This is an optimization exercise on Yosys and OpenROAD, whose aim is small area, a short achievable clock period and few clock cycles per item, not a production implementation.
The RTL was checked by simulation tests, not by an equivalence proof against the original design.
Power and IR drop assume default switching activity.

run Z:
Design xoroshiro_range_generator_top, start of the top module:
module xoroshiro_range_generator_top
(
  input  logic                 clk,
  input  logic                 rst,
  input  logic                 req_valid,
  output logic                 req_stall,
  input  xrg_pkg::xrg_req_t             req,
  output logic                 rsp_valid,
  input  logic                 rsp_stall,
  output xrg_pkg::xrg_rsp_t             rsp,
  input  logic                 cfg_valid,
  output logic                 cfg_ready,
  input  logic [xrg_pkg::CFG_IDX_W-1:0] cfg_index,
  input  logic [xrg_pkg::WORD_W-1:0]    cfg_data
);
Size: about 270 I/O pins.
Settings: LEC_CHECK=0, CAP_MARGIN=20, CORE_MARGIN=2, CORE_UTILIZATION=50, SETUP_SLACK_MARGIN=1.5, SLEW_MARGIN=20; clock period 6.0 ns.
run.sh (not shown) runs the stock make flow with config.mk's settings and CLKGATE_MAP_FILE= SYNTH_SCRIPT=/design/flow/synth_recipe.tcl, a recipe that flattens the netlist after the stock synthesis.
Testbench counts of run Z, summed over its fixed seeds: cycles 24,907, items 1,600.
Edits applied to the flow inputs when going from run Z to run R:
-- flow/design.v --
<<< run Z, line 147
  logic take;
  logic out_free;
  logic stall_q;          
  assign req_stall = stall_q && !(st_a && kind == REQ_RAW && out_free);
  assign take      = req_valid && !req_stall;
  assign out_free = !rsp_valid || !rsp_stall;
  assign rsp      = {r, err};
>>> run R, line 147
  logic take;
  logic out_free;
  assign take     = req_valid && !req_stall;
  assign out_free = !rsp_valid || !rsp_stall;
  assign rsp      = {r, err};
<<< run Z, line 259
  assign div_last = (cnt == 5'd0);
  always_comb begin
    adv = take && req.req_type == REQ_RAW && !cfg_valid;
    if (st_a && pend) begin
      case (kind)
        REQ_RAW:  adv = adv;
        REQ_UPTO: adv = hi_ones || !b_zero;
        REQ_SPAN: adv = !span_lt && (hi_ones || !b_zero);
>>> run R, line 257
  assign div_last = (cnt == 5'd0);
  always_comb begin
    adv = 1'b0;
    if (st_a && pend) begin
      case (kind)
        REQ_RAW:  adv = 1'b1;
        REQ_UPTO: adv = hi_ones || !b_zero;
        REQ_SPAN: adv = !span_lt && (hi_ones || !b_zero);
<<< run Z, line 300
      st_fin    <= 1'b0;
      rsp_valid <= 1'b0;
      stall_q   <= 1'b0;
    end else begin
      st_a   <= n_a;
      st_div <= n_div;
      st_fin <= n_fin;
      stall_q   <= n_a || (n_div && !(n_cnt == 5'd0 && n_kind != REQ_SPAN));
      if ((a_go && a_done) || (st_div && div_last && !is_span) || st_fin) begin
        rsp_valid <= 1'b1;
>>> run R, line 298
      st_fin    <= 1'b0;
      rsp_valid <= 1'b0;
      req_stall <= 1'b0;
    end else begin
      st_a   <= n_a;
      st_div <= n_div;
      st_fin <= n_fin;
      req_stall <= n_a || (n_div && !(n_cnt == 5'd0 && n_kind != REQ_SPAN));
      if ((a_go && a_done) || (st_div && div_last && !is_span) || st_fin) begin
        rsp_valid <= 1'b1;
### Flow results
Cells: run R has more instances than run Z. The synthesized cell area of run R exceeds that of run Z by about 0.7%. Measured against each other, run Z and run R differ in depth of the worst register-to-register path, the lower figure coming from run Z. Taking run Z as the reference, in run R routed wire length saw a decrease, final worst clock skew saw an increase, final area saw an increase, via count saw little to no change. Run R vs run Z: worst slew margin relative to its limit down.
Testbench counts of run R, summed over its fixed seeds: cycles 25,157, items 1,600.

--- another note on this design; it stands on its own ---

Design xoroshiro_range_generator_top, start of the top module:
module xoroshiro_range_generator_top
(
  input  logic                 clk,
  input  logic                 rst,
  input  logic                 req_valid,
  output logic                 req_stall,
  input  xrg_pkg::xrg_req_t             req,
  output logic                 rsp_valid,
  input  logic                 rsp_stall,
  output xrg_pkg::xrg_rsp_t             rsp,
  input  logic                 cfg_valid,
  output logic                 cfg_ready,
  input  logic [xrg_pkg::CFG_IDX_W-1:0] cfg_index,
  input  logic [xrg_pkg::WORD_W-1:0]    cfg_data
);
Settings: LEC_CHECK=0, CAP_MARGIN=20, CORE_MARGIN=2, CORE_UTILIZATION=50, GPL_TIMING_DRIVEN=0, SETUP_SLACK_MARGIN=1.5, SLEW_MARGIN=20; clock period 6.0 ns.
run.sh (not shown) runs the stock make flow with config.mk's settings and CLKGATE_MAP_FILE= SYNTH_SCRIPT=/design/flow/synth_recipe.tcl, a recipe that flattens the netlist after the stock synthesis.
The baseline ran to the end with no violations.
Testbench counts at the start, summed over its fixed seeds: cycles 25,157, items 1,600.
Change:
GPL_TIMING_DRIVEN = not set   (was 0)
SETUP_SLACK_MARGIN = 1.25   (was 1.5)
Result: Fmax falls by 0.70%. Die area is unchanged. Setup slack loses 33 ps. Routed wire length is lower by 16%. Final area shrinks by 5.2%. Utilization went down by 3.2 points. Total power fell by 5.3%. Register-to-register slack gets worse by 30 ps. Via count drops by 8.2%. Sequential cell count does not change. Clock skew came out higher by 14 ps.
Change:
CAP_MARGIN = 5   (was 20)
SETUP_SLACK_MARGIN = 1.5   (was 1.25)
SLEW_MARGIN = 5   (was 20)
=> The new run completed without violations; via count rises by 2.0%; worst setup slack gains 170 ps; clock power shrinks by about 2%; cell count rises by 0.71%; non-clock buffer count increases by 35; power increases by 3.7%; critical path depth rose by 1; design area climbs by 2.3%; routed wire length came out higher by 2.6%; hold slack barely changes; count of clock-buffer cells in the layout is lower by 4.

[static timing again, ports no longer ideal]
No port has a modelled driver above. Below, the same layouts with a new extraction and two added sets of constraints. Step 1: set_driving_cell puts a clkbuf_16 on clk and a buf_2 on each other input, an assumption about the parent block. Step 2, shift: input delay + t, output delay - t, t = (earliest + latest rising clock arrival at the registers) / 2. This alone moves slack from input paths to output paths. Slacks: ideal / step 1 / step 2; pairs: ideal / step 1.
run	t, ns	setup slack, ns	hold slack, ns	worst setup path at the end	clock arrival spread, ns
run Z	0.694	1.447 / 1.447 / 0.914	0.485 / 0.485 / 0.485	input to register	0.024 / 0.024
run R	0.701	1.474 / 1.474 / 0.901	0.490 / 0.490 / 0.490	input to register	0.030 / 0.030
the first run of note 2	0.696	1.338 / 1.338 / 0.873	0.490 / 0.490 / 0.490	input to register	0.047 / 0.047
the second run of note 2	0.706	1.305 / 1.305 / 0.736	0.488 / 0.488 / 0.488	input to register	0.063 / 0.063
the third run of note 2	0.701	1.474 / 1.474 / 0.901	0.490 / 0.490 / 0.490	input to register	0.030 / 0.030
After both steps setup and hold are still met in every run listed.
